From an optimization exercise on the open Yosys and OpenROAD flow, aimed at small area, a short achievable clock period and few clock cycles per item; shortcuts taken in it are not production practice. RTL that was checked went through simulation tests only; none was proved equivalent to the original. No functional check of the RTL was part of runs 4 and 5. No activity file was given, so power comes from the tool's default toggle rates.

--- design/flow/run.sh ---
#!/bin/bash
# synth_recipe.tcl (not shown) runs the flow's synth.tcl, then flattens the netlist and writes it again
# the make line also repeats each setting of config.mk as NAME=value (left out here)
make -C /OpenROAD-flow-scripts/flow DESIGN_CONFIG=/design/flow/config.mk WORK_HOME=/design/flow/orfs CLKGATE_MAP_FILE= SYNTH_SCRIPT=/design/flow/synth_recipe.tcl finish
--- design/flow/constraint.sdc ---
create_clock -name core_clock -period 5.0 [get_ports {sys_clk}]
set_input_delay 1.0000 -clock core_clock [delete_from_list [all_inputs] [get_ports {sys_clk}]]
set_output_delay 1.0000 -clock core_clock [all_outputs]
set_load 0.01 [all_outputs]
--- design/flow/design.v ---
`timescale 1ns/10ps
module sha1_pad_top (
    input  logic           sys_clk,
    input  logic           sys_rst,
    input  logic           msg_cal_channel_ready,
    input  logic           msg_info_fifo_empty,
    input  logic [15:0]    msg_info,
    input  logic [5:0]     msg_channel_num,
    output logic           msg_info_rd_en,
    output logic           msg_data_rd_en,
    input  logic [127:0]   msg_data,
    output logic           msg_filled_data_valid,
    output logic           msg_filled_data_sop,
    output logic           msg_filled_data_eop,
    output logic [511:0]   msg_filled_data,
    output logic           msg_filled_info_valid,
    output logic [15:0]    msg_filled_info,
    output logic [13:0]    msg_filled_tag,
    output logic [11:0]    msg_filled_addr
);
    logic          info_pend;       
    logic          nxt_v;
    logic [15:0]   nxt_len;
    logic [5:0]    nxt_ch;
    logic          consume;
    always_ff @(posedge sys_clk) begin
        if (sys_rst) begin
            msg_info_rd_en <= 1'b0;
            info_pend <= 1'b0;
            nxt_v <= 1'b0;
        end else begin
            msg_info_rd_en <= !msg_info_fifo_empty && msg_cal_channel_ready && !msg_info_rd_en
                              && !info_pend && !nxt_v;
            info_pend <= msg_info_rd_en;
            if (info_pend) begin
                nxt_v <= 1'b1;
            end else if (consume) begin
                nxt_v <= 1'b0;
            end
        end
    end
    always_ff @(posedge sys_clk) begin
        if (info_pend) begin
            nxt_len <= msg_info;
            nxt_ch <= msg_channel_num;
        end
    end
    logic          act;             
    logic [11:0]   cnt;             
    logic          padp;            
    logic          padrd;           
    logic          ext;             
    logic          fst;             
    logic [1:0]    pos;             
    logic          cnz;
    logic          s_full;
    logic          s_pad;
    logic          s_p3;
    logic          s_last;
    assign cnz = |cnt;
    assign s_full = act && cnz;
    assign s_pad = act && !cnz && padp;
    assign s_p3 = act && (pos == 2'd3);
    assign s_last = s_p3 && !cnz && !ext;
    assign consume = nxt_v && (!act || s_last);
    always_ff @(posedge sys_clk) begin
        if (sys_rst) begin
            act <= 1'b0;
            pos <= 2'd0;
        end else begin
            if (act) begin
                pos <= pos + 1'b1;
                if (cnz) begin
                    cnt <= cnt - 1'b1;
                end else begin
                    padp <= 1'b0;
                end
                fst <= 1'b0;
                if (s_p3 && !cnz) begin
                    ext <= 1'b0;
                end
                if (s_last && !nxt_v) begin
                    act <= 1'b0;
                end
            end
            if (consume) begin
                act <= 1'b1;
                cnt <= nxt_len[15:4];
                padp <= 1'b1;
                padrd <= |nxt_len[3:0];
                ext <= (nxt_len[5:0] >= 6'd56);
                fst <= 1'b1;
            end
        end
    end
    logic          full_a, pad_a, last_a, p3_a, first_a;
    logic          full_b, pad_b, last_b, p3_b, first_b;
    always_ff @(posedge sys_clk) begin
        if (sys_rst) begin
            msg_data_rd_en <= 1'b0;
            last_a <= 1'b0;
            p3_a <= 1'b0;
            first_a <= 1'b0;
            last_b <= 1'b0;
            p3_b <= 1'b0;
            first_b <= 1'b0;
        end else begin
            msg_data_rd_en <= s_full || (s_pad && padrd);
            last_a <= s_last;
            p3_a <= s_p3;
            first_a <= act && fst;
            last_b <= last_a;
            p3_b <= p3_a;
            first_b <= first_a;
        end
    end
    always_ff @(posedge sys_clk) begin
        full_a <= s_full;
        pad_a <= s_pad;
        full_b <= full_a;
        pad_b <= pad_a;
    end
    logic [15:0]   out_len;
    always_ff @(posedge sys_clk) begin
        if (first_a) begin
            out_len <= nxt_len;
        end
    end
    logic [15:0]   keep;
    logic [15:0]   padb;
    logic [127:0]  in_word;
    logic [127:0]  s0, s1, s2, s3;
    always_comb begin
        for (int j = 0; j < 16; j++) begin
            keep[j] = full_b || (pad_b && (4'(j) < out_len[3:0]));
            padb[j] = pad_b && (4'(j) == out_len[3:0]);
            in_word[127-8*j -: 8] = (msg_data[127-8*j -: 8] & {8{keep[j]}}) | {padb[j], 7'b0};
        end
        if (last_b) begin
            in_word[18:3] = in_word[18:3] | out_len;
        end
    end
    always_ff @(posedge sys_clk) begin
        s0 <= s1;
        s1 <= s2;
        s2 <= s3;
        s3 <= in_word;
    end
    assign msg_filled_data = {s0, s1, s2, s3};
    logic          at_first;        
    logic [5:0]    blk_idx;
    logic [10:0]   blocks;
    assign blocks = {1'b0, nxt_len[15:6]} + ((nxt_len[5:0] >= 6'd56) ? 11'd2 : 11'd1);
    always_ff @(posedge sys_clk) begin
        if (sys_rst) begin
            msg_filled_data_valid <= 1'b0;
            msg_filled_data_sop <= 1'b0;
            msg_filled_data_eop <= 1'b0;
            at_first <= 1'b0;
            blk_idx <= 6'd0;
            msg_filled_tag <= 14'd0;
        end else begin
            msg_filled_data_valid <= p3_b;
            msg_filled_data_sop <= p3_b && at_first;
            msg_filled_data_eop <= last_b;
            if (first_b) begin
                at_first <= 1'b1;
            end else if (p3_b) begin
                at_first <= 1'b0;
            end
            if (msg_filled_data_valid) begin
                blk_idx <= msg_filled_data_eop ? 6'd0 : blk_idx + 1'b1;
                if (msg_filled_data_eop) begin
                    msg_filled_tag <= msg_filled_tag + 1'b1;
                end
            end
        end
    end
    logic [5:0]    out_ch;
    logic [10:0]   out_blocks;
    always_ff @(posedge sys_clk) begin
        if (first_b) begin
            out_ch <= nxt_ch;
            out_blocks <= blocks;
        end
    end
    assign msg_filled_info_valid = msg_filled_data_sop;
    assign msg_filled_info = {5'd0, out_blocks};
    assign msg_filled_addr = {out_ch, blk_idx};
endmodule
--- design/flow/config.mk ---
export PLATFORM = sky130hd
export DESIGN_NAME = sha1_pad_top
export DESIGN_NICKNAME = sha1_pad_top
export VERILOG_FILES = /design/flow/design.v
export SDC_FILE = /design/flow/constraint.sdc
export NUM_CORES = 4
export LEC_CHECK = 0
export CAP_MARGIN = 20
export CORE_MARGIN = 2
export CORE_UTILIZATION = 40
export SLEW_MARGIN = 20
==> tab_implementation.tex, run 1 <==
\begin{tabular}{lr}
\hline
Metric & Value \\
\hline
\multicolumn{2}{l}{\textbf{Detailed routing}} \\
\quad Routed via count divided by cell count & between 4 and 5 \\
\quad Vias & 10500 \\
\quad Number of remaining DRC errors & 0 \\
\quad Antenna-violating nets left & 0 \\
\quad Final WL & 63.1 mm \\
\quad Drt first pass iters & 5 \\
\quad Routed wire per std cell & 26.8 um \\
\quad Starting DRC count in detailed routing & 534 \\
\multicolumn{2}{l}{\textbf{Timing}} \\
\quad Final critical delay including setup and external delays & 2.83 ns \\
\quad Slew Viols, Final & 0 \\
\quad Transition time at the pin with the least slew margin & 1.03 ns \\
\quad Final Hold Viols & 0 \\
\quad Worst-case clock skew & 0.0111 ns \\
\quad Max Clk Rate & 353 MHz \\
\quad Accumulated negative setup slack & 0 ns \\
\quad Worst rel slew slack & 0.304 \\
\quad Share of the clock period used by the worst path & 0.566 \\
\quad Setup repair after global routing missed its margin & false \\
\quad Worst path setup slack after routing & 2.17 ns \\
\quad Final setup violating endpoints & 0 \\
\multicolumn{2}{l}{\textbf{Yosys}} \\
\quad Fraction of the yosys area taken by sequential cells & 0.837 \\
\quad Ys flop type & sky130\_fd\_sc\_hd\_\_dfxtp\_1 \\
\quad Count of synthesis-stage warnings from yosys & 1 \\
\quad Post-synthesis instance total & 1028 \\
\quad Yosys top cell area share & 0.702 \\
\quad Count of flip-flops with a built-in enable after synthesis & 71 \\
\quad Cell type with the largest total area after synthesis & sky130\_fd\_sc\_hd\_\_dfxtp\_1 \\
\quad Mean Syn Cell Area & 15.3 sq um \\
\quad Area contributors post-synth & sky130\_fd\_sc\_hd\_\_dfxtp\_1 70\%, sky130\_fd\_sc\_hd\_\_edfxtp\_1 14\%, sky130\_fd\_sc\_hd\_\_and2\_1 2.5\% \\
\quad Share of synthesized registers carrying an async set or reset & 0 \\
\quad Area of the mapped netlist & approximately 0.016 sq mm \\
\quad Distinct cell type count of the synthesized netlist & 54 \\
\quad Yosys reg bits & roughly 620 \\
\multicolumn{2}{l}{\textbf{Worst setup path}} \\
\quad Worst EP arrival & 1.83 ns \\
\quad Class of the most critical setup path & register to output pin \\
\quad CP max stage cell & sky130\_fd\_sc\_hd\_\_clkdlybuf4s50\_1 \\
\quad Stage delay of the slowest cell on the critical path & 0.64 ns \\
\quad Maximum fanout along the worst path & 13 \\
\quad Required time reported for the critical path endpoint & 4.00 ns \\
\quad Crit path buf inv count & 1 \\
\quad Critical path startpoint category & register \\
\quad Gate family responsible for the most delay along the worst path & buffers and inverters \\
\quad Critical path endpoint category & output pin \\
\quad Cell Chain, Critical Path & clkdlybuf4s50\_1 \\
\multicolumn{2}{l}{\textbf{Finish}} \\
\quad Post-layout instance count excluding filler cells & 2353 \\
\quad Post-synthesis to final-layout area growth & 62.2\% \\
\quad Ratio of cells with drive above 1 in the final layout & 0.0715 \\
\quad Most common cell after layout, fill and taps aside & sky130\_fd\_sc\_hd\_\_clkdlybuf4s50\_1 \\
\quad Post-layout net count & 1941 \\
\quad Most frequent cells in the layout & 708 x sky130\_fd\_sc\_hd\_\_clkdlybuf4s50\_1, 553 x sky130\_fd\_sc\_hd\_\_dfxtp\_1, 71 x sky130\_fd\_sc\_hd\_\_edfxtp\_1, 64 x sky130\_fd\_sc\_hd\_\_and2\_1, 61 x sky130\_fd\_sc\_hd\_\_clkbuf\_16 \\
\multicolumn{2}{l}{\textbf{Floorplanning}} \\
\quad Die Area & 0.0410 sq mm \\
\quad Effective utilization at floorplan & 0.406 \\
\quad Top-Level Pins & 714 \\
\quad Row Count & 72 \\
\quad Core Box Area & 0.0388 sq mm \\
\quad Die boundary height & 203 um \\
\quad Chip width & just over 200 um \\
\multicolumn{2}{l}{\textbf{Placement}} \\
\quad Port-buffer cells & 708 \\
\quad Setup WS pre-CTS & 1.83 ns \\
\quad Number of placed instances, taps included & 2236 \\
\quad Routability congestion estimate from global placement & about 0.94 \\
\quad Detailed Place HPWL & $\sim$51 mm \\
\multicolumn{2}{l}{\textbf{Global routing}} \\
\quad Wire length of the first global-routing pass & 84.8 mm \\
\quad Number of global-route vias before repair & 10600 \\
\quad Number of antenna violations at the first check in global routing & 8 \\
\quad Tot GR Track Use & 0.301 \\
\quad Final global-route overflow total & 0 \\
\quad Pin count of the biggest net entering global routing & 34 \\
\multicolumn{2}{l}{\textbf{Clock network}} \\
\quad Number of buffers inserted during clock tree synthesis & 60 \\
\quad Total number of H-tree levels & 2 \\
\quad Buffer count from post-CTS setup fixing & 0 \\
\quad Clock-pin slew on the worst setup and hold paths & about 0.06 ns \\
\quad CTS root buf & sky130\_fd\_sc\_hd\_\_clkbuf\_16 \\
\quad TritonCTS clock tree & yes \\
\quad Clock Path Buffers & 3 \\
\quad CTS hold repair buffers & 0 \\
\quad Post-CTS sizing & 0 \\
\quad Clk sink count & 624 \\
\quad Insertion delay of the later-clocked pin in the worst-skew pair & 0.61 ns \\
\multicolumn{2}{l}{\textbf{Outcome}} \\
\quad Outcome & no timing/DRC/antenna violations \\
\multicolumn{2}{l}{\textbf{Power and ir drop}} \\
\quad Worst IR drop on VDD & $\sim$0.29 mV \\
\quad Standby leakage power & 9.65 nW \\
\quad Total power & 10.4 mW \\
\quad Pwr dens & $\sim$410 mW/mm\^{}2 \\
\multicolumn{2}{l}{\textbf{Run}} \\
\quad Number of max-cap violations & 0 \\
\multicolumn{2}{l}{\textbf{Worst hold path}} \\
\quad Hold Path Class & register to register \\
\hline
\end{tabular}
[state kept, by name, indices dropped and copies added, names as in the netlist, 2 cells and up]
name and cells:
cnt 12, nxt_len 16, s0 128, s2 128, s1 128, msg_filled_tag 14
out_blocks 11, s3 128, nxt_ch 6, pos 2, blk_idx 6, out_ch 6
out_len 16
[cell usage after synthesis, drive strengths merged (12+ instances only)]
library cell and count:
nor2b 43, inv 19, a22o 17, nor2 44, xnor2 16, clkbuf 14
nand3 13, xor2 17, edfxtp 71, and2 66, dfxtp 553, a21oi 16
mux2 12, nand2 31, buf 12
[area by class of cell]
class                   instances  area, sq um
diodes                          4         10.0
fillers                      2991        13200
multi-input cells             363         2370
flip-flops and latches        624        13200
inverters                      19         71.3
clock buffers                  76         1660
repair buffers                712         7120
well taps                     518          648
clock inverters                37          500
[power by group]
group / switching, mW / internal (mW)
clock: 1.94 / 2.97
combinational: 0.109 / 0.206
sequential: 0.0409 / 5.12
total: 2.09 / 8.29
[logic make-up after synthesis]
group,count (synthesis),synth area share
AND/OR/NAND/NOR,242,0.0860
other,1,0.000238
multiplexers,17,0.0127
XOR/XNOR,33,0.0183
AO/OA/AOI/OAI,59,0.0259
buffers and inverters,45,0.0138
adder cells (fa/ha/maj),7,0.00603
flip-flops,624,0.837
[worst paths after layout]
| check | start | end | slack [ns] | depth (start not counted) |
|---|---|---|---|---|
| min reg2reg | pad_a$_DFF_P_ | pad_b$_DFF_P_ | 0.33 | 0 |
| min | pad_a$_DFF_P_ | pad_b$_DFF_P_ | 0.33 | 0 |
| max | msg_filled_data_valid$_SDFF_PP0_ | msg_filled_data_valid | 2.17 | 1 |
| max reg2reg | cnt[0]$_DFFE_PP_ | cnt[6]$_DFFE_PP_ | 2.20 | 6 |
[worst reg2reg max path, stage by stage, from the launching register on]
cell	delay [ns]
sky130_fd_sc_hd__edfxtp_1	0.40
sky130_fd_sc_hd__inv_1	0.10
sky130_fd_sc_hd__ha_1	0.18
sky130_fd_sc_hd__nor3b_2	0.44
sky130_fd_sc_hd__nand3_2	0.15
sky130_fd_sc_hd__o21a_1	0.47
sky130_fd_sc_hd__a21oi_2	0.68
[routing by layer]
layer	global-route usage	wire (um)	vias up
met3	0.162	7810	67
met2	0.469	28700	461
met1	0.368	25600	5048
li1	-	-	4894
met5	0	64	-
met4	0.0652	951	10
[per-stage QoR]
stage	instance area [sq um]	utilization	hold slack [ns]
finish	25600	0.659	0.326
CTS	25600	0.659	0.324
global route	25600	0.659	0.330
floorplan	15800	-	0.310
detailed placement	23400	0.603	0.312
global placement	23400	0.603	0.312
Testbench counts, summed over its fixed seeds: cycles 19,299, messages 800.
==> run 2: changes to the inputs <==
--- a/design/flow/design.v
+++ b/design/flow/design.v
@@ -46,18 +46,18 @@
         end
     end
     logic          act;             
-    logic [11:0]   cnt;             
+    logic [12:0]   cnt;             
     logic          padp;            
     logic          padrd;           
     logic          ext;             
     logic          fst;             
     logic [1:0]    pos;             
-    logic          cnz;
+    logic          cnz;             
     logic          s_full;
     logic          s_pad;
     logic          s_p3;
     logic          s_last;
-    assign cnz = |cnt;
+    assign cnz = !cnt[12];
     assign s_full = act && cnz;
     assign s_pad = act && !cnz && padp;
     assign s_p3 = act && (pos == 2'd3);
@@ -70,9 +70,8 @@
         end else begin
             if (act) begin
                 pos <= pos + 1'b1;
-                if (cnz) begin
-                    cnt <= cnt - 1'b1;
-                end else begin
+                cnt <= cnt - 1'b1;   
+                if (!cnz) begin
                     padp <= 1'b0;
                 end
                 fst <= 1'b0;
@@ -85,7 +84,7 @@
             end
             if (consume) begin
                 act <= 1'b1;
-                cnt <= nxt_len[15:4];
+                cnt <= {1'b0, nxt_len[15:4]} - 1'b1;
                 padp <= 1'b1;
                 padrd <= |nxt_len[3:0];
                 ext <= (nxt_len[5:0] >= 6'd56);
==> design/flow/flow/run.sh (new file) <==
#!/bin/bash
# Standard layout, with the port buffers given as buf_2 cells
cp standard.sh standard_sh.txt; cp synth_recipe.tcl synth_recipe_tcl.txt; cp config.mk config_mk.txt
export BUFFER_PORTS_ARGS="-buffer_cell sky130_fd_sc_hd__buf_2"
bash standard.sh > standard.log 2>&1
==> design/flow/standard.sh (new file) <==
#!/bin/bash
# synth_recipe.tcl (not shown) runs the flow's synth.tcl, then flattens the netlist and writes it again
# the make line also repeats each setting of config.mk as NAME=value (left out here)
make -C /OpenROAD-flow-scripts/flow DESIGN_CONFIG=/design/flow/config.mk WORK_HOME=/design/flow/orfs CLKGATE_MAP_FILE= SYNTH_SCRIPT=/design/flow/synth_recipe.tcl "${@:-finish}"
removed: design/flow/run.sh
==> tab_implementation.tex, run 2 <==
\begin{tabular}{lr}
\hline
Metric & Value \\
\hline
\multicolumn{2}{l}{\textbf{Outcome}} \\
\quad Outcome & no timing/DRC/antenna violations \\
\multicolumn{2}{l}{\textbf{Worst setup path}} \\
\quad Required time reported for the critical path endpoint & 5.33 ns \\
\quad Class of the most critical setup path & register to register \\
\quad Worst reg2reg setup slack & 1.60 ns \\
\quad Worst EP arrival & 3.73 ns \\
\quad Critical path startpoint category & register \\
\quad Gate family responsible for the most delay along the worst path & simple AND/OR/NAND/NOR gates \\
\quad Reg2Reg Launch Point & pos[0]\$\_SDFFE\_PP0P\_ \\
\quad Crit path buf inv count & 1 \\
\quad Critical path endpoint category & register \\
\quad Cell depth of the worst flop-to-flop path & 10 \\
\quad CP max stage cell & sky130\_fd\_sc\_hd\_\_nor4b\_1 \\
\quad Startpoint of the most critical setup path & pos[0]\$\_SDFFE\_PP0P\_ \\
\quad Capturing point of the worst reg2reg path & cnt[6]\$\_DFFE\_PP\_ \\
\quad Maximum fanout along the worst path & 16 \\
\quad Cell Chain, Critical Path & ha\_1 > nand3b\_1 > a21bo\_2 > clkinv\_1 > mux2i\_1 > ha\_1 > nor4b\_1 > nor2b\_1 > xnor2\_1 > mux2i\_1 \\
\quad Stage delay of the slowest cell on the critical path & 0.67 ns \\
\multicolumn{2}{l}{\textbf{Finish}} \\
\quad Core utilization of the finished layout & 0.555 \\
\quad Most common cell after layout, fill and taps aside & sky130\_fd\_sc\_hd\_\_buf\_2 \\
\quad Layout filler cell count & around 3400 \\
\quad Most frequent cells in the layout & 708 x sky130\_fd\_sc\_hd\_\_buf\_2, 552 x sky130\_fd\_sc\_hd\_\_dfxtp\_1, 72 x sky130\_fd\_sc\_hd\_\_edfxtp\_1, 64 x sky130\_fd\_sc\_hd\_\_and2\_1, 62 x sky130\_fd\_sc\_hd\_\_clkbuf\_16 \\
\quad Post-synthesis to final-layout area growth & 37.8\% \\
\quad Post-layout net count & 1958 \\
\quad Cell area after layout & $\sim$0.022 sq mm \\
\quad Ratio of cells with drive above 1 in the final layout & 0.439 \\
\multicolumn{2}{l}{\textbf{Yosys}} \\
\quad Share of synthesized registers carrying an async set or reset & 0 \\
\quad Area contributors post-synth & sky130\_fd\_sc\_hd\_\_dfxtp\_1 70\%, sky130\_fd\_sc\_hd\_\_edfxtp\_1 14\%, sky130\_fd\_sc\_hd\_\_and2\_1 2.5\% \\
\quad Yosys reg bits & 625 \\
\quad Count of flip-flops with a built-in enable after synthesis & 72 \\
\quad Fraction of the yosys area taken by sequential cells & 0.832 \\
\quad Distinct cell type count of the synthesized netlist & between 50 and 60 \\
\quad Count of synthesis-stage warnings from yosys & 1 \\
\quad Top cell types by occurrence after synthesis & 553 x sky130\_fd\_sc\_hd\_\_dfxtp\_1, 72 x sky130\_fd\_sc\_hd\_\_edfxtp\_1, 64 x sky130\_fd\_sc\_hd\_\_and2\_1 \\
\quad Post-synthesis instance total & 1054 \\
\quad Ys flop type & sky130\_fd\_sc\_hd\_\_dfxtp\_1 \\
\quad Mean Syn Cell Area & 15.1 sq um \\
\quad Cell type with the largest total area after synthesis & sky130\_fd\_sc\_hd\_\_dfxtp\_1 \\
\quad Area of the mapped netlist & 0.0159 sq mm \\
\quad Yosys top cell area share & 0.696 \\
\quad Most common cell in the synthesized netlist & sky130\_fd\_sc\_hd\_\_dfxtp\_1 \\
\multicolumn{2}{l}{\textbf{Clock network}} \\
\quad CTS root buf & sky130\_fd\_sc\_hd\_\_clkbuf\_16 \\
\quad Clock Path Buffers & 3 \\
\quad CTS hold repair buffers & 0 \\
\quad Post-CTS sizing & 0 \\
\quad Buffer count from post-CTS setup fixing & 0 \\
\quad Number of buffers inserted during clock tree synthesis & 58 \\
\quad TritonCTS clock tree & yes \\
\quad Clk sink count & 625 \\
\quad Clock-pin slew on the worst setup and hold paths & 0.06 ns \\
\quad Total number of H-tree levels & 2 \\
\quad Insertion delay of the later-clocked pin in the worst-skew pair & $\sim$0.60 ns \\
\multicolumn{2}{l}{\textbf{Global routing}} \\
\quad Number of antenna violations at the first check in global routing & 19 \\
\quad Wire length of the first global-routing pass & 76.4 mm \\
\quad Pin count of the biggest net entering global routing & 37 \\
\quad Met2 track demand over resource in global routing & 0.391 \\
\quad Met1 routing resource usage after global routing & 0.335 \\
\quad Final global-route overflow total & 0 \\
\quad Number of global-route vias before repair & between 10000 and 15000 \\
\quad GR Layer Usage met3 & 0.148 \\
\quad Tot GR Track Use & 0.265 \\
\quad Global routing's busiest layer & met2 \\
\multicolumn{2}{l}{\textbf{Placement}} \\
\quad Port-buffer cells & between 700 and 800 \\
\quad Routability congestion estimate from global placement & 0.942 \\
\quad Detailed Place HPWL & 45.7 mm \\
\quad Dpl cell area & 0.0200 sq mm \\
\multicolumn{2}{l}{\textbf{Timing}} \\
\quad Share of the clock period used by the worst path & 0.680 \\
\quad WHS & 0.325 ns \\
\quad Final setup violating endpoints & 0 \\
\quad Transition time at the pin with the least slew margin & 0.943 ns \\
\quad Worst-case clock skew & 0.0196 ns \\
\quad Final Hold Viols & 0 \\
\quad Final critical delay including setup and external delays & 3.40 ns \\
\quad Accumulated negative setup slack & 0 ns \\
\quad Worst rel slew slack & 0.370 \\
\quad Slew Viols, Final & 0 \\
\quad Max Clk Rate & 294 MHz \\
\quad Setup repair after global routing missed its margin & false \\
\multicolumn{2}{l}{\textbf{Worst hold path}} \\
\quad Hold Path Class & register to register \\
\quad WHS Endpoint & full\_b\$\_DFF\_P\_ \\
\quad Hold Crit Depth & 0 \\
\quad Source of the worst hold timing path & full\_a\$\_DFF\_P\_ \\
\multicolumn{2}{l}{\textbf{Floorplanning}} \\
\quad Chip width & 203 um \\
\quad Top-Level Pins & 714 \\
\quad Die Area & 0.0414 sq mm \\
\quad Row Count & 73 \\
\quad Core Box Area & 0.0395 sq mm \\
\quad Die boundary height & 203 um \\
\quad Effective utilization at floorplan & 0.403 \\
\multicolumn{2}{l}{\textbf{Detailed routing}} \\
\quad Vias & 10700 \\
\quad Routed wire per std cell & 24.0 um \\
\quad Starting DRC count in detailed routing & 716 \\
\quad Antenna-violating nets left & 0 \\
\quad Routed via count divided by cell count & 4.51 \\
\quad Number of remaining DRC errors & 0 \\
\quad Final WL & 57.1 mm \\
\quad Drt first pass iters & 5 \\
\multicolumn{2}{l}{\textbf{Power and ir drop}} \\
\quad Register share of total power & 0.530 \\
\quad Standby leakage power & between 10 and 15 nW \\
\quad Int Pwr & 7.74 mW \\
\quad Proportion of power drawn by the clock network & 0.454 \\
\quad Total power & 9.68 mW \\
\quad Pwr dens & 442 mW/mm\^{}2 \\
\quad Worst IR drop on VDD & 0.358 mV \\
\quad Combinational Power Share & 0.016 \\
\quad Net switching power of the design & 1.95 mW \\
\quad Switching portion of total power & 0.201 \\
\multicolumn{2}{l}{\textbf{Run}} \\
\quad Number of max-cap violations & 0 \\
\hline
\end{tabular}
[run 2: power groups by stage]
stage	clock (mW)	combinational (mW)	sequential (mW)
4_1_cts	4.45	0.155	5.13
2_1_floorplan	0	0.0362	5.25
5_1_grt	4.67	0.168	5.14
6_report	4.39	0.155	5.14
3_3_place_gp	0	0.155	5.24
3_5_place_dp	0	0.154	5.25
[run 2: worst register-to-register path, delay by kind of cell, from the launching register on]
kind                       cells  cell delay, ns
AOI/OAI and AO/OA              1            0.40
xor gates and xnor gates       1            0.13
adders and majority gates      2            0.49
buffers and inverters          1            0.35
DFF                            1            0.32
muxes                          2            0.39
and+or+nand+nor                3            1.06
[run 2: layout make-up]
| type | count | area, sq um | share of cell area |
|---|---|---|---|
| repair buffers | 709 | 3550 | 0.162 |
| flip-flops and latches | 625 | 13200 | 0.604 |
| clock inverters | 15 | 168 | 0.00765 |
| multi-input cells | 388 | 2480 | 0.113 |
| inverters | 15 | 56.3 | 0.00257 |
| well taps | 525 | 657 | 0.0300 |
| clock buffers | 89 | 1740 | 0.0796 |
| diodes | 7 | 17.5 | 0.000799 |
[run 2: how the worst max path moves through the flow]
stage / to / depth (start not counted)
after floorplan: cnt[12]$_DFFE_PP_ / 11
after global placement: cnt[12]$_DFFE_PP_ / 10
after detailed placement: cnt[6]$_DFFE_PP_ / 10
after CTS: cnt[6]$_DFFE_PP_ / 10
after global routing: cnt[6]$_DFFE_PP_ / 10
final: cnt[6]$_DFFE_PP_ / 10
[run 2: through the flow]
step | std cells | worst slack, ns
after global routing | 2369 | 1.36
final | 2373 | 1.60
after CTS | 2366 | 1.64
after detailed placement | 2262 | 1.67
after floorplan | 1058 | 2.16
after global placement | 2262 | 1.77
[run 2: per-layer routing]
layer	vias to the layer above	share of wire	routed length, um
li1	4987	-	-
met4	14	0.019	1070
met1	5110	0.40	22900
met5	-	0.0016	90
met2	505	0.44	25000
met3	78	0.14	8040
[run 2: logic make-up (layout without fill, tap and decap cells)]
group | after synthesis | in the layout | synth area share
DFF | 625 | 625 | 0.832
and+or+nand+nor | 261 | 261 | 0.0922
AOI/OAI and AO/OA | 64 | 64 | 0.0275
buffers and inverters | 45 | 828 | 0.0129
xor gates and xnor gates | 40 | 40 | 0.0220
muxes | 11 | 11 | 0.00693
adders and majority gates | 7 | 7 | 0.00598
other | 1 | 12 | 0.000236
Testbench counts of run 2, summed over its fixed seeds: cycles 19,299, messages 800.
==> run 3: changes to the inputs <==
==> design/flow/run.sh (new file) <==
#!/bin/bash
# synth_recipe.tcl (not shown) runs the flow's synth.tcl, then flattens the netlist and writes it again
# the make line also repeats each setting of config.mk as NAME=value (left out here)
make -C /OpenROAD-flow-scripts/flow DESIGN_CONFIG=/design/flow/config.mk WORK_HOME=/design/flow/orfs CLKGATE_MAP_FILE= SYNTH_SCRIPT=/design/flow/synth_recipe.tcl finish
--- a/design/flow/config.mk
+++ b/design/flow/config.mk
@@ -5,7 +5,9 @@
 export SDC_FILE = /design/flow/constraint.sdc
 export NUM_CORES = 4
 export LEC_CHECK = 0
+export ABC_CLOCK_PERIOD_IN_PS = 2000
 export CAP_MARGIN = 20
 export CORE_MARGIN = 2
 export CORE_UTILIZATION = 40
+export SETUP_SLACK_MARGIN = 3.0
 export SLEW_MARGIN = 20
removed: design/flow/flow/run.sh
removed: design/flow/standard.sh
==> tab_implementation.tex, run 3 <==
\begin{tabular}{lr}
\hline
Metric & Value \\
\hline
\multicolumn{2}{l}{\textbf{Floorplanning}} \\
\quad Chip width & 203 um \\
\quad Die Area & 0.0414 sq mm \\
\quad Die boundary height & between 200 and 250 um \\
\quad Core Box Area & 0.0395 sq mm \\
\quad Top-Level Pins & 714 \\
\quad Effective utilization at floorplan & 0.403 \\
\quad Row Count & 73 \\
\multicolumn{2}{l}{\textbf{Yosys}} \\
\quad Mean Syn Cell Area & roughly 15 sq um \\
\quad Count of flip-flops with a built-in enable after synthesis & 72 \\
\quad Fraction of the yosys area taken by sequential cells & 0.832 \\
\quad Area contributors post-synth & sky130\_fd\_sc\_hd\_\_dfxtp\_1 70\%, sky130\_fd\_sc\_hd\_\_edfxtp\_1 14\%, sky130\_fd\_sc\_hd\_\_and2\_1 2.5\% \\
\quad Distinct cell type count of the synthesized netlist & between 50 and 60 \\
\quad Top cell types by occurrence after synthesis & 553 x sky130\_fd\_sc\_hd\_\_dfxtp\_1, 72 x sky130\_fd\_sc\_hd\_\_edfxtp\_1, 64 x sky130\_fd\_sc\_hd\_\_and2\_1 \\
\quad Count of synthesis-stage warnings from yosys & 1 \\
\quad Share of synthesized registers carrying an async set or reset & 0 \\
\quad Yosys reg bits & 625 \\
\quad Most common cell in the synthesized netlist & sky130\_fd\_sc\_hd\_\_dfxtp\_1 \\
\quad Yosys top cell area share & 0.696 \\
\quad Ys flop type & sky130\_fd\_sc\_hd\_\_dfxtp\_1 \\
\quad Post-synthesis instance total & 1054 \\
\quad Area of the mapped netlist & 0.0159 sq mm \\
\quad Cell type with the largest total area after synthesis & sky130\_fd\_sc\_hd\_\_dfxtp\_1 \\
\multicolumn{2}{l}{\textbf{Detailed routing}} \\
\quad Vias & 11300 \\
\quad Routed via count divided by cell count & 4.52 \\
\quad Routed wire per std cell & 25.5 um \\
\quad Final WL & 63.7 mm \\
\quad Antenna-violating nets left & 0 \\
\quad Starting DRC count in detailed routing & around 580 \\
\quad Drt first pass iters & 5 \\
\quad Number of remaining DRC errors & 0 \\
\multicolumn{2}{l}{\textbf{Worst setup path}} \\
\quad Maximum fanout along the worst path & 5 \\
\quad Critical path startpoint category & register \\
\quad Reg2Reg Launch Point & pos[0]\$\_SDFFE\_PP0P\_ \\
\quad Worst EP arrival & 2.95 ns \\
\quad Cell depth of the worst flop-to-flop path & 10 \\
\quad Worst reg2reg setup slack & 2.39 ns \\
\quad Required time reported for the critical path endpoint & 5.35 ns \\
\quad Critical path endpoint category & register \\
\quad Capturing point of the worst reg2reg path & cnt[12]\$\_DFFE\_PP\_ \\
\quad Class of the most critical setup path & register to register \\
\multicolumn{2}{l}{\textbf{Timing}} \\
\quad Worst rel slew slack & 0.446 \\
\quad Worst-case clock skew & 0.0105 ns \\
\quad Transition time at the pin with the least slew margin & 0.830 ns \\
\quad Final critical delay including setup and external delays & 2.61 ns \\
\quad Max Clk Rate & 384 MHz \\
\quad Final Hold Viols & 0 \\
\quad Slew Viols, Final & 0 \\
\quad Share of the clock period used by the worst path & 0.521 \\
\quad Setup repair after global routing missed its margin & true \\
\quad Final setup violating endpoints & 0 \\
\quad Accumulated negative setup slack & 0 ns \\
\multicolumn{2}{l}{\textbf{Global routing}} \\
\quad Number of global-route vias before repair & 11300 \\
\quad Number of antenna violations at the first check in global routing & 14 \\
\quad Pin count of the biggest net entering global routing & 25 \\
\quad Wire length of the first global-routing pass & 85.1 mm \\
\quad Final global-route overflow total & 0 \\
\quad Tot GR Track Use & 0.298 \\
\multicolumn{2}{l}{\textbf{Worst hold path}} \\
\quad Hold Crit Depth & 0 \\
\quad WHS Endpoint & full\_b\$\_DFF\_P\_ \\
\quad Hold Path Class & register to register \\
\quad Source of the worst hold timing path & full\_a\$\_DFF\_P\_ \\
\multicolumn{2}{l}{\textbf{Placement}} \\
\quad Detailed Place HPWL & 49.1 mm \\
\quad Port-buffer cells & 708 \\
\quad Routability congestion estimate from global placement & 0.898 \\
\multicolumn{2}{l}{\textbf{Power and ir drop}} \\
\quad Standby leakage power & 12.0 nW \\
\quad Total power & 10.1 mW \\
\quad Pwr dens & 362 mW/mm\^{}2 \\
\quad Worst IR drop on VDD & 0.229 mV \\
\multicolumn{2}{l}{\textbf{Finish}} \\
\quad Core utilization of the finished layout & 0.706 \\
\quad Most common cell after layout, fill and taps aside & sky130\_fd\_sc\_hd\_\_buf\_6 \\
\quad Ratio of cells with drive above 1 in the final layout & 0.668 \\
\quad Most frequent cells in the layout & 510 x sky130\_fd\_sc\_hd\_\_buf\_6, 465 x sky130\_fd\_sc\_hd\_\_dfxtp\_2, 152 x sky130\_fd\_sc\_hd\_\_clkdlybuf4s50\_1, 120 x sky130\_fd\_sc\_hd\_\_buf\_4, 72 x sky130\_fd\_sc\_hd\_\_edfxtp\_1 \\
\quad Post-layout net count & between 2000 and 2500 \\
\quad Post-synthesis to final-layout area growth & 75.3\% \\
\multicolumn{2}{l}{\textbf{Clock network}} \\
\quad Number of buffers inserted during clock tree synthesis & 60 \\
\quad Clock-pin slew on the worst setup and hold paths & 0.06 ns \\
\quad Clock Path Buffers & 3 \\
\quad TritonCTS clock tree & yes \\
\quad Clk sink count & roughly 630 \\
\quad CTS hold repair buffers & 0 \\
\quad Total number of H-tree levels & 2 \\
\quad CTS root buf & sky130\_fd\_sc\_hd\_\_clkbuf\_16 \\
\quad Insertion delay of the later-clocked pin in the worst-skew pair & 0.61 ns \\
\multicolumn{2}{l}{\textbf{Run}} \\
\quad Number of max-cap violations & 0 \\
\multicolumn{2}{l}{\textbf{Outcome}} \\
\quad Outcome & no timing/DRC/antenna violations \\
\hline
\end{tabular}
[run 3: cell counts after synthesis]
No cell type changed its count.
[run 3: through the flow]
step	worst slack, ns	cell area, sq um	hold slack (ns)	cells
floorplan	2.37	16000	0.310	1058
global placement	2.03	23600	0.313	2263
detailed placement	1.94	23600	0.312	2263
CTS	2.40	27400	0.326	2472
global route	2.33	27900	0.334	2496
finish	2.39	27900	0.326	2497
[run 3: how the worst max path moves through the flow]
stage,start,end,slack [ns]
finish,pos[0]$_SDFFE_PP0P_,cnt[12]$_DFFE_PP_,2.39
global route,pos[1]$_SDFFE_PP0P_,cnt[8]$_DFFE_PP_,2.33
CTS,pos[1]$_SDFFE_PP0P_,cnt[12]$_DFFE_PP_,2.40
detailed placement,cnt[12]$_DFFE_PP_,cnt[10]$_DFFE_PP_,1.94
global placement,cnt[12]$_DFFE_PP_,cnt[12]$_DFFE_PP_,2.03
floorplan,pos[1]$_SDFFE_PP0P_,cnt[12]$_DFFE_PP_,2.37
[run 3: per-layer routing]
metal  up-vias  wire length, um  global-route usage
met5         -               92                   0
met4        14             1910              0.0938
met3        98             9010               0.188
met2       496            28900               0.462
met1      5427            23800               0.336
li1       5239                -                   -
[run 3: kinds of logic after synthesis]
group | share of synthesized area
compound gates | 0.0275
xor+xnor | 0.0220
fa+ha+maj | 0.00598
buf+inv | 0.0129
flops | 0.832
mux | 0.00693
other cells | 0.000236
simple gates | 0.0922
[run 3: power by group]
group	switching (mW)	internal (mW)
sequential	0.0349	5.08
clock	1.88	2.81
combinational	0.0855	0.183
total	2.00	8.08
[run 3: area by class of cell]
type	instances	area [sq um]
antenna	5	12.5
clock buffer	90	1820
clock inverter	19	249
fill	2759	11600
inverter	15	63.8
multi-input combinational	388	2650
sequential	625	14000
tap	525	657
timing repair buffer	830	8420
[run 3: repair_timing]
item	4_1_cts	5_1_grt
endpoints found under the setup margin	650	602
buffers inserted	100	20
cloned	0	0
pin swaps	11	6
resized for setup	3470	78
[run 3: worst max-delay path, stage by stage (launching register included)]
cell                       delay, ns
sky130_fd_sc_hd__dfxtp_4        0.36
sky130_fd_sc_hd__ha_4           0.14
sky130_fd_sc_hd__nand3b_1       0.11
sky130_fd_sc_hd__a21bo_4        0.26
sky130_fd_sc_hd__clkinv_4       0.07
sky130_fd_sc_hd__mux2i_4        0.22
sky130_fd_sc_hd__ha_2           0.20
sky130_fd_sc_hd__or4b_4         0.53
sky130_fd_sc_hd__nor4b_4        0.24
sky130_fd_sc_hd__xnor2_1        0.15
sky130_fd_sc_hd__a21oi_1        0.08
==> run 4: changes to the inputs <==
--- a/design/flow/design.v
+++ b/design/flow/design.v
@@ -52,25 +52,40 @@
     logic          ext;             
     logic          fst;             
     logic [1:0]    pos;             
+    logic          last_q;          
     logic          cnz;             
     logic          s_full;
     logic          s_pad;
     logic          s_p3;
     logic          s_last;
+    logic [12:0]   cnt_dec;
+    logic [12:0]   cnt_load;
+    logic          cnt_zero;
+    always_comb begin
+        logic below_zero;
+        below_zero = 1'b1;
+        for (int i = 0; i < 13; i++) begin
+            cnt_dec[i] = cnt[i] ^ below_zero;
+            below_zero = below_zero & !cnt[i];
+        end
+    end
+    assign cnt_load = {1'b0, nxt_len[15:4]} - 1'b1;
+    assign cnt_zero = (cnt == 13'd0);
     assign cnz = !cnt[12];
     assign s_full = act && cnz;
     assign s_pad = act && !cnz && padp;
     assign s_p3 = act && (pos == 2'd3);
-    assign s_last = s_p3 && !cnz && !ext;
-    assign consume = nxt_v && (!act || s_last);
+    assign s_last = act && last_q;
+    assign consume = nxt_v && (!act || last_q);
     always_ff @(posedge sys_clk) begin
         if (sys_rst) begin
             act <= 1'b0;
             pos <= 2'd0;
-        end else begin
+            last_q <= 1'b0;
+        end else begin
+            last_q <= act && !last_q && (pos == 2'd2) && (cnt[12] || cnt_zero) && !ext;
             if (act) begin
                 pos <= pos + 1'b1;
-                cnt <= cnt - 1'b1;   
                 if (!cnz) begin
                     padp <= 1'b0;
                 end
@@ -78,19 +93,21 @@
                 if (s_p3 && !cnz) begin
                     ext <= 1'b0;
                 end
-                if (s_last && !nxt_v) begin
+                if (last_q) begin
                     act <= 1'b0;
                 end
             end
             if (consume) begin
                 act <= 1'b1;
-                cnt <= {1'b0, nxt_len[15:4]} - 1'b1;
                 padp <= 1'b1;
                 padrd <= |nxt_len[3:0];
                 ext <= (nxt_len[5:0] >= 6'd56);
                 fst <= 1'b1;
             end
         end
+    end
+    always_ff @(posedge sys_clk) begin
+        cnt <= consume ? cnt_load : cnt_dec;   
     end
     logic          full_a, pad_a, last_a, p3_a, first_a;
     logic          full_b, pad_b, last_b, p3_b, first_b;
==> design/flow/config.mk (replaced) <==
export PLATFORM = sky130hd
export DESIGN_NAME = sha1_pad_top
export DESIGN_NICKNAME = sha1_pad_top
export VERILOG_FILES = /design/flow/design.v
export SDC_FILE = /design/flow/constraint.sdc
export NUM_CORES = 4
export LEC_CHECK = 0
export CAP_MARGIN = 20
export CORE_MARGIN = 2
export CORE_UTILIZATION = 40
export SLEW_MARGIN = 20
==> tab_implementation.tex, run 4 <==
\begin{tabular}{lr}
\hline
Metric & Value \\
\hline
\multicolumn{2}{l}{\textbf{Power and ir drop}} \\
\quad Worst IR drop on VDD & $\sim$0.25 mV \\
\quad Pwr dens & between 400 and 500 mW/mm\^{}2 \\
\quad Standby leakage power & 9.66 nW \\
\multicolumn{2}{l}{\textbf{Yosys}} \\
\quad Share of synthesized registers carrying an async set or reset & 0 \\
\quad Mean Syn Cell Area & approximately 15 sq um \\
\quad Post-synthesis instance total & 1089 \\
\quad Yosys top cell area share & 0.707 \\
\quad Yosys reg bits & 626 \\
\quad Cell type with the largest total area after synthesis & sky130\_fd\_sc\_hd\_\_dfxtp\_1 \\
\quad Area contributors post-synth & sky130\_fd\_sc\_hd\_\_dfxtp\_1 71\%, sky130\_fd\_sc\_hd\_\_edfxtp\_1 11\%, sky130\_fd\_sc\_hd\_\_nor2b\_1 3.7\% \\
\quad Fraction of the yosys area taken by sequential cells & 0.817 \\
\quad Ys flop type & sky130\_fd\_sc\_hd\_\_dfxtp\_1 \\
\quad Distinct cell type count of the synthesized netlist & 57 \\
\quad Most common cell in the synthesized netlist & sky130\_fd\_sc\_hd\_\_dfxtp\_1 \\
\quad Count of flip-flops with a built-in enable after synthesis & just under 60 \\
\quad Top cell types by occurrence after synthesis & 567 x sky130\_fd\_sc\_hd\_\_dfxtp\_1, 95 x sky130\_fd\_sc\_hd\_\_nor2b\_1, 59 x sky130\_fd\_sc\_hd\_\_edfxtp\_1 \\
\quad Count of synthesis-stage warnings from yosys & 1 \\
\quad Area of the mapped netlist & between 0.015 and 0.02 sq mm \\
\multicolumn{2}{l}{\textbf{Worst setup path}} \\
\quad Maximum fanout along the worst path & 1 \\
\quad Worst EP arrival & between 1.5 and 2 ns \\
\quad Stage delay of the slowest cell on the critical path & 0.67 ns \\
\quad Class of the most critical setup path & register to output pin \\
\quad Required time reported for the critical path endpoint & 4.00 ns \\
\quad CP max stage cell & sky130\_fd\_sc\_hd\_\_clkdlybuf4s50\_1 \\
\quad Crit path buf inv count & 1 \\
\quad Critical path endpoint category & output pin \\
\quad Cell Chain, Critical Path & clkdlybuf4s50\_1 \\
\quad Gate family responsible for the most delay along the worst path & buffers and inverters \\
\quad Critical path startpoint category & register \\
\quad Startpoint of the most critical setup path & s0[61]\$\_DFF\_P\_ \\
\quad Reg2Reg Launch Point & cnt[0]\$\_DFF\_P\_ \\
\multicolumn{2}{l}{\textbf{Global routing}} \\
\quad Number of antenna violations at the first check in global routing & 21 \\
\quad Final global-route overflow total & 0 \\
\quad Number of global-route vias before repair & 10800 \\
\quad Wire length of the first global-routing pass & 86.4 mm \\
\quad Tot GR Track Use & 0.305 \\
\quad Pin count of the biggest net entering global routing & 30 \\
\multicolumn{2}{l}{\textbf{Detailed routing}} \\
\quad Vias & 11100 \\
\quad Antenna-violating nets left & 0 \\
\quad Starting DRC count in detailed routing & 714 \\
\quad Final WL & between 60 and 70 mm \\
\quad Routed via count divided by cell count & 4.61 \\
\quad Number of remaining DRC errors & 0 \\
\quad Drt first pass iters & 5 \\
\quad Routed wire per std cell & 27.0 um \\
\multicolumn{2}{l}{\textbf{Worst hold path}} \\
\quad Source of the worst hold timing path & pad\_a\$\_DFF\_P\_ \\
\quad Hold Path Class & register to register \\
\multicolumn{2}{l}{\textbf{Timing}} \\
\quad Final setup violating endpoints & 0 \\
\quad Share of the clock period used by the worst path & 0.569 \\
\quad Accumulated negative setup slack & 0 ns \\
\quad Slew Viols, Final & 0 \\
\quad Worst rel slew slack & 0.201 \\
\quad Worst-case clock skew & 0.0158 ns \\
\quad Final Hold Viols & 0 \\
\quad Max Clk Rate & 352 MHz \\
\quad Transition time at the pin with the least slew margin & 1.20 ns \\
\quad Final critical delay including setup and external delays & approximately 2.8 ns \\
\quad WHS & 0.331 ns \\
\quad Setup repair after global routing missed its margin & false \\
\multicolumn{2}{l}{\textbf{Clock network}} \\
\quad TritonCTS clock tree & yes \\
\quad Clock Path Buffers & 3 \\
\quad Total number of H-tree levels & 2 \\
\quad Insertion delay of the later-clocked pin in the worst-skew pair & 0.61 ns \\
\quad Buffer count from post-CTS setup fixing & 0 \\
\quad CTS hold repair buffers & 0 \\
\quad Clk sink count & between 600 and 700 \\
\quad Number of buffers inserted during clock tree synthesis & 60 \\
\quad CTS root buf & sky130\_fd\_sc\_hd\_\_clkbuf\_16 \\
\quad Post-CTS sizing & 0 \\
\quad Clock-pin slew on the worst setup and hold paths & about 0.060 ns \\
\multicolumn{2}{l}{\textbf{Floorplanning}} \\
\quad Chip width & 204 um \\
\quad Effective utilization at floorplan & 0.404 \\
\quad Top-Level Pins & 714 \\
\quad Core Box Area & around 0.040 sq mm \\
\quad Die boundary height & 204 um \\
\quad Row Count & 73 \\
\quad Die Area & 0.0418 sq mm \\
\multicolumn{2}{l}{\textbf{Placement}} \\
\quad Dpl cell area & about 0.024 sq mm \\
\quad Number of placed instances, taps included & $\sim$2300 \\
\quad Detailed Place HPWL & 52.7 mm \\
\quad Routability congestion estimate from global placement & 0.919 \\
\quad Port-buffer cells & between 700 and 800 \\
\multicolumn{2}{l}{\textbf{Finish}} \\
\quad Most frequent cells in the layout & 708 x sky130\_fd\_sc\_hd\_\_clkdlybuf4s50\_1, 567 x sky130\_fd\_sc\_hd\_\_dfxtp\_1, 95 x sky130\_fd\_sc\_hd\_\_nor2b\_1, 63 x sky130\_fd\_sc\_hd\_\_clkbuf\_16, 59 x sky130\_fd\_sc\_hd\_\_edfxtp\_1 \\
\quad Post-synthesis to final-layout area growth & 60.1\% \\
\quad Most common cell after layout, fill and taps aside & sky130\_fd\_sc\_hd\_\_clkdlybuf4s50\_1 \\
\quad Cell area after layout & 0.0257 sq mm \\
\quad Post-layout instance count excluding filler cells & 2411 \\
\quad Core utilization of the finished layout & 0.647 \\
\quad Ratio of cells with drive above 1 in the final layout & 0.0570 \\
\quad Post-layout net count & 2003 \\
\multicolumn{2}{l}{\textbf{Run}} \\
\quad Number of max-cap violations & 0 \\
\multicolumn{2}{l}{\textbf{Outcome}} \\
\quad Outcome & no timing/DRC/antenna violations \\
\hline
\end{tabular}
[run 4: changes by cell type after synthesis, sizes merged, moves of 13 or more]
cell	delta
edfxtp	-13
ha	+13
xnor2	-13
a21oi	+15
and2	-53
a21boi	+15
dfxtp	+14
nor2	-17
nor2b	+53
inv	+19
[run 4: routing by layer]
layer  vias up  GRT usage  wire length [um]
met4        16     0.0991              1610
li1       5128          -                 -
met3        99      0.179              9280
met1      5370      0.377             25800
met5         -          0               122
met2       507      0.444             28400
[run 4: cell type report]
class / count / area [sq um]
Clock inverter: 24 / 297
Multi-Input combinational cell: 398 / 2640
Inverter: 33 / 124
Fill cell: 3147 / 14000
Clock buffer: 86 / 1740
Sequential cell: 626 / 13100
Antenna cell: 9 / 22.5
Tap cell: 525 / 657
Timing Repair Buffer: 710 / 7100
[run 4: final timing paths]
check	slack [ns]	to	depth (start not counted)
worst max-delay path	2.16	msg_filled_data[445]	1
worst min register to register	0.33	pad_b$_DFF_P_	0
worst min-delay path	0.33	pad_b$_DFF_P_	0
worst max register to register	2.20	cnt[11]$_DFF_P_	14
[run 4: cells by family (layout without fill, tap and decap cells)]
| group | after synthesis | in the layout | synth area share |
|---|---|---|---|
| mux | 11 | 11 | 0.00717 |
| xor+xnor | 17 | 17 | 0.00927 |
| other cells | 1 | 14 | 0.000233 |
| flops | 626 | 626 | 0.817 |
| fa+ha+maj | 20 | 20 | 0.0160 |
| simple gates | 235 | 235 | 0.0847 |
| compound gates | 110 | 110 | 0.0460 |
| buf+inv | 69 | 853 | 0.0197 |
[run 4: stage by stage]
step | worst slack, ns | power, mW
after floorplan | 2.36 | 5.46
after global routing | 2.06 | 10.6
final | 2.16 | 10.3
after CTS | 2.09 | 10.4
after detailed placement | 2.14 | 5.75
after global placement | 2.18 | 5.75
[run 4: worst reg2reg max path, stage by stage (launching register included)]
cell	delay, ns
sky130_fd_sc_hd__dfxtp_1	0.31
sky130_fd_sc_hd__inv_1	0.05
sky130_fd_sc_hd__ha_1	0.20
sky130_fd_sc_hd__ha_1	0.18
sky130_fd_sc_hd__ha_1	0.18
sky130_fd_sc_hd__ha_1	0.18
sky130_fd_sc_hd__ha_1	0.18
sky130_fd_sc_hd__ha_1	0.18
sky130_fd_sc_hd__ha_1	0.18
sky130_fd_sc_hd__ha_1	0.18
sky130_fd_sc_hd__ha_1	0.18
sky130_fd_sc_hd__ha_1	0.18
sky130_fd_sc_hd__ha_1	0.26
sky130_fd_sc_hd__a21boi_0	0.18
sky130_fd_sc_hd__a31oi_1	0.06
[run 4: report_power, final]
part | total (mW) | internal (mW) | switching (mW) | leakage (nW)
Combinational | 0.412 | 0.255 | 0.157 | 3.54
Clock | 4.66 | 2.77 | 1.89 | 1.01
Sequential | 5.23 | 5.16 | 0.0675 | 5.11
==> run 5: changes to the inputs <==
==> design/flow/flow/run.sh (new file) <==
#!/bin/bash
# Standard layout, with the port buffers given as buf_1 cells
bash standard.sh BUFFER_PORTS_ARGS="-buffer_cell sky130_fd_sc_hd__buf_1" SETUP_SLACK_MARGIN=3.0 finish > standard.log 2>&1
==> design/flow/standard.sh (new file) <==
#!/bin/bash
# synth_recipe.tcl (not shown) runs the flow's synth.tcl, then flattens the netlist and writes it again
# the make line also repeats each setting of config.mk as NAME=value (left out here)
make -C /OpenROAD-flow-scripts/flow DESIGN_CONFIG=/design/flow/config.mk WORK_HOME=/design/flow/orfs CLKGATE_MAP_FILE= SYNTH_SCRIPT=/design/flow/synth_recipe.tcl "${@:-finish}"
removed: design/flow/run.sh
==> tab_implementation.tex, run 5 <==
\begin{tabular}{lr}
\hline
Metric & Value \\
\hline
\multicolumn{2}{l}{\textbf{Placement}} \\
\quad Routability congestion estimate from global placement & 0.916 \\
\quad Port-buffer cells & slightly above 700 \\
\quad Number of placed instances, taps included & 2292 \\
\quad Detailed Place HPWL & 47.1 mm \\
\quad Setup WS pre-CTS & 2.46 ns \\
\multicolumn{2}{l}{\textbf{Floorplanning}} \\
\quad Core Box Area & approximately 0.040 sq mm \\
\quad Top-Level Pins & about 710 \\
\quad Effective utilization at floorplan & 0.404 \\
\quad Die boundary height & 204 um \\
\quad Row Count & 73 \\
\quad Chip width & approximately 200 um \\
\quad Die Area & 0.0418 sq mm \\
\multicolumn{2}{l}{\textbf{Finish}} \\
\quad Ratio of cells with drive above 1 in the final layout & 0.675 \\
\quad Most frequent cells in the layout & 502 x sky130\_fd\_sc\_hd\_\_buf\_6, 450 x sky130\_fd\_sc\_hd\_\_dfxtp\_2, 163 x sky130\_fd\_sc\_hd\_\_buf\_4, 155 x sky130\_fd\_sc\_hd\_\_buf\_1, 95 x sky130\_fd\_sc\_hd\_\_nor2b\_1 \\
\quad Post-layout instance count excluding filler cells & 2570 \\
\quad Most common cell after layout, fill and taps aside & sky130\_fd\_sc\_hd\_\_buf\_6 \\
\quad Register area & 0.0139 sq mm \\
\quad Multi-input gate area & 0.00291 sq mm \\
\quad Post-layout net count & 2166 \\
\quad Post-synthesis to final-layout area growth & 70.7\% \\
\quad Layout filler cell count & 2543 \\
\multicolumn{2}{l}{\textbf{Timing}} \\
\quad Max Clk Rate & roughly 400 MHz \\
\quad Worst rel slew slack & 0.291 \\
\quad Setup repair after global routing missed its margin & true \\
\quad Final setup violating endpoints & 0 \\
\quad Slew Viols, Final & 0 \\
\quad Transition time at the pin with the least slew margin & 1.06 ns \\
\quad Share of the clock period used by the worst path & 0.496 \\
\quad Final Hold Viols & 0 \\
\quad Worst-case clock skew & 0.0264 ns \\
\quad Accumulated negative setup slack & 0 ns \\
\quad Final critical delay including setup and external delays & 2.48 ns \\
\quad Worst path setup slack after routing & 2.52 ns \\
\multicolumn{2}{l}{\textbf{Power and ir drop}} \\
\quad Pwr dens & 371 mW/mm\^{}2 \\
\quad Total power & 10.2 mW \\
\quad Standby leakage power & 11.9 nW \\
\quad Worst IR drop on VDD & about 0.32 mV \\
\multicolumn{2}{l}{\textbf{Yosys}} \\
\quad Distinct cell type count of the synthesized netlist & 57 \\
\quad Count of synthesis-stage warnings from yosys & 1 \\
\quad Most common cell in the synthesized netlist & sky130\_fd\_sc\_hd\_\_dfxtp\_1 \\
\quad Yosys reg bits & 626 \\
\quad Count of flip-flops with a built-in enable after synthesis & between 50 and 60 \\
\quad Ys flop type & sky130\_fd\_sc\_hd\_\_dfxtp\_1 \\
\quad Top cell types by occurrence after synthesis & 567 x sky130\_fd\_sc\_hd\_\_dfxtp\_1, 95 x sky130\_fd\_sc\_hd\_\_nor2b\_1, 59 x sky130\_fd\_sc\_hd\_\_edfxtp\_1 \\
\quad Share of synthesized registers carrying an async set or reset & 0 \\
\quad Post-synthesis instance total & about 1100 \\
\quad Yosys top cell area share & 0.707 \\
\quad Area contributors post-synth & sky130\_fd\_sc\_hd\_\_dfxtp\_1 71\%, sky130\_fd\_sc\_hd\_\_edfxtp\_1 11\%, sky130\_fd\_sc\_hd\_\_nor2b\_1 3.7\% \\
\quad Mean Syn Cell Area & between 10 and 15 sq um \\
\quad Cell type with the largest total area after synthesis & sky130\_fd\_sc\_hd\_\_dfxtp\_1 \\
\quad Area of the mapped netlist & 0.0161 sq mm \\
\quad Fraction of the yosys area taken by sequential cells & 0.817 \\
\multicolumn{2}{l}{\textbf{Clock network}} \\
\quad Total number of H-tree levels & 2 \\
\quad TritonCTS clock tree & yes \\
\quad Number of buffers inserted during clock tree synthesis & 59 \\
\quad Clock-pin slew on the worst setup and hold paths & 0.06 ns \\
\quad CTS root buf & sky130\_fd\_sc\_hd\_\_clkbuf\_16 \\
\quad Clk sink count & 626 \\
\quad Clock Path Buffers & 3 \\
\quad Insertion delay of the later-clocked pin in the worst-skew pair & 0.62 ns \\
\multicolumn{2}{l}{\textbf{Detailed routing}} \\
\quad Vias & approximately 12000 \\
\quad Routed via count divided by cell count & 4.77 \\
\quad Drt first pass iters & 5 \\
\quad Antenna-violating nets left & 0 \\
\quad Starting DRC count in detailed routing & 760 \\
\quad Final WL & 69.8 mm \\
\quad Routed wire per std cell & 27.2 um \\
\quad Number of remaining DRC errors & 0 \\
\multicolumn{2}{l}{\textbf{Outcome}} \\
\quad Outcome & no timing/DRC/antenna violations \\
\multicolumn{2}{l}{\textbf{Worst hold path}} \\
\quad Hold Path Class & register to register \\
\multicolumn{2}{l}{\textbf{Global routing}} \\
\quad Pin count of the biggest net entering global routing & 40 \\
\quad Number of global-route vias before repair & 12500 \\
\quad Number of antenna violations at the first check in global routing & 6 \\
\quad Wire length of the first global-routing pass & 90.5 mm \\
\quad Final global-route overflow total & 0 \\
\quad Tot GR Track Use & 0.309 \\
\multicolumn{2}{l}{\textbf{Worst setup path}} \\
\quad Maximum fanout along the worst path & 2 \\
\quad Critical path startpoint category & register \\
\quad Worst EP arrival & approximately 3.0 ns \\
\quad Required time reported for the critical path endpoint & approximately 5.5 ns \\
\quad Class of the most critical setup path & register to register \\
\quad Critical path endpoint category & register \\
\quad Worst reg2reg setup slack & 2.52 ns \\
\multicolumn{2}{l}{\textbf{Run}} \\
\quad Number of max-cap violations & 0 \\
\hline
\end{tabular}
==> run 5: cell counts after synthesis <==
No cell type changed its count.
==> run 5: layer usage <==
metal | track usage | routed length [um] | vias up
met1 | 0.351 | 25400 | 6061
met3 | 0.199 | 10100 | 144
li1 | - | - | 5435
met2 | 0.470 | 31800 | 612
met5 | 0 | 59 | -
met4 | 0.104 | 2490 | 8
==> run 5: worst paths after layout <==
check                                    start         endpoint  cells after the start
worst max-delay path            cnt[0]$_DFF_P_  cnt[11]$_DFF_P_                     14
worst min-delay path            full_a$_DFF_P_   full_b$_DFF_P_                      0
worst max register to register  cnt[0]$_DFF_P_  cnt[11]$_DFF_P_                     14
worst min register to register  full_a$_DFF_P_   full_b$_DFF_P_                      0
==> run 5: cell type report <==
| cell class | instances | share of cell area |
|---|---|---|
| Clock buffer | 84 | 0.0617 |
| Sequential cell | 626 | 0.508 |
| Inverter | 33 | 0.00465 |
| Multi-Input combinational cell | 398 | 0.106 |
| Clock inverter | 27 | 0.00917 |
| Timing Repair Buffer | 874 | 0.286 |
| Tap cell | 525 | 0.0240 |
| Antenna cell | 3 | 0.000274 |
==> run 5: stage by stage <==
step,area (sq um),utilization,hold slack (ns)
final,27400,0.690,0.326
after global placement,19400,0.487,0.311
after floorplan,16200,-,0.310
after detailed placement,19400,0.487,0.312
after CTS,26600,0.671,0.325
after global routing,27400,0.690,0.337
==> run 5: worst max-delay path, cell delays in order, from the launching register on <==
cell and delay (ns):
sky130_fd_sc_hd__dfxtp_2 0.33, sky130_fd_sc_hd__inv_2 0.05, sky130_fd_sc_hd__ha_4 0.16, sky130_fd_sc_hd__ha_4 0.15
sky130_fd_sc_hd__ha_4 0.15, sky130_fd_sc_hd__ha_4 0.15, sky130_fd_sc_hd__ha_4 0.15, sky130_fd_sc_hd__ha_4 0.15
sky130_fd_sc_hd__ha_4 0.15, sky130_fd_sc_hd__ha_4 0.15, sky130_fd_sc_hd__ha_4 0.15, sky130_fd_sc_hd__ha_4 0.15
sky130_fd_sc_hd__ha_4 0.20, sky130_fd_sc_hd__a21boi_2 0.14, sky130_fd_sc_hd__a31oi_1 0.15
==> run 5: power breakdown <==
part | switching (mW) | internal [mW]
clock network | 1.98 | 2.53
registers | 0.0826 | 5.14
logic | 0.201 | 0.237
total | 2.27 | 7.90
==> run 5: what timing repair did <==
item,4_1_cts,5_1_grt
gates cloned,0,0
endpoints found under the setup margin,610,619
setup buffers,110,54
pin swaps,8,5
hold buffers,0,0
gates resized for setup,1678,97
==> run 5: cell families after synthesis <==
kind of cell / after synthesis / synth area share
compound gates: 110 / 0.0460
xor+xnor: 17 / 0.00927
fa+ha+maj: 20 / 0.0160
buf+inv: 69 / 0.0197
flops: 626 / 0.817
mux: 11 / 0.00717
other cells: 1 / 0.000233
simple gates: 235 / 0.0847

==> re-timing with driven ports <==
In the flow no input, the clock included, has a driving cell. The finished layouts below were timed again as built, in two steps. Step 1, drivers: a clkbuf_16 drives sys_clk and a buf_2 each remaining input, both assumed. Step 2 adds t to the input delays and takes it off the output delays; t is the mean of the earliest and latest rising clock arrival at the registers after step 1. Input paths then give back, and output paths get back, about the clock's delay inside the block. a / b / c = ideal / step 1 / step 2; a / b = the first two.
run | t (ns) | setup WS [ns] | latest minus earliest clock arrival (ns) | worst register clock-pin slew, ns
run 1 | 0.665 | 2.169 / 2.113 / 2.201 | 0.015 / 0.015 | 0.07 / 0.07
run 2 | 0.640 | 1.602 / 1.602 / 1.602 | 0.022 / 0.022 | 0.07 / 0.07
run 3 | 0.655 | 2.395 / 2.395 / 2.395 | 0.013 / 0.014 | 0.06 / 0.06
run 4 | 0.659 | 2.157 / 2.102 / 2.114 | 0.021 / 0.021 | 0.06 / 0.06
run 5 | 0.660 | 2.518 / 2.518 / 2.518 | 0.028 / 0.028 | 0.07 / 0.07
After both steps every run listed still meets setup and hold. For run 4, which loses most, drivers alone change the setup slack by -0.055 ns; drivers and shift together by -0.043 ns.
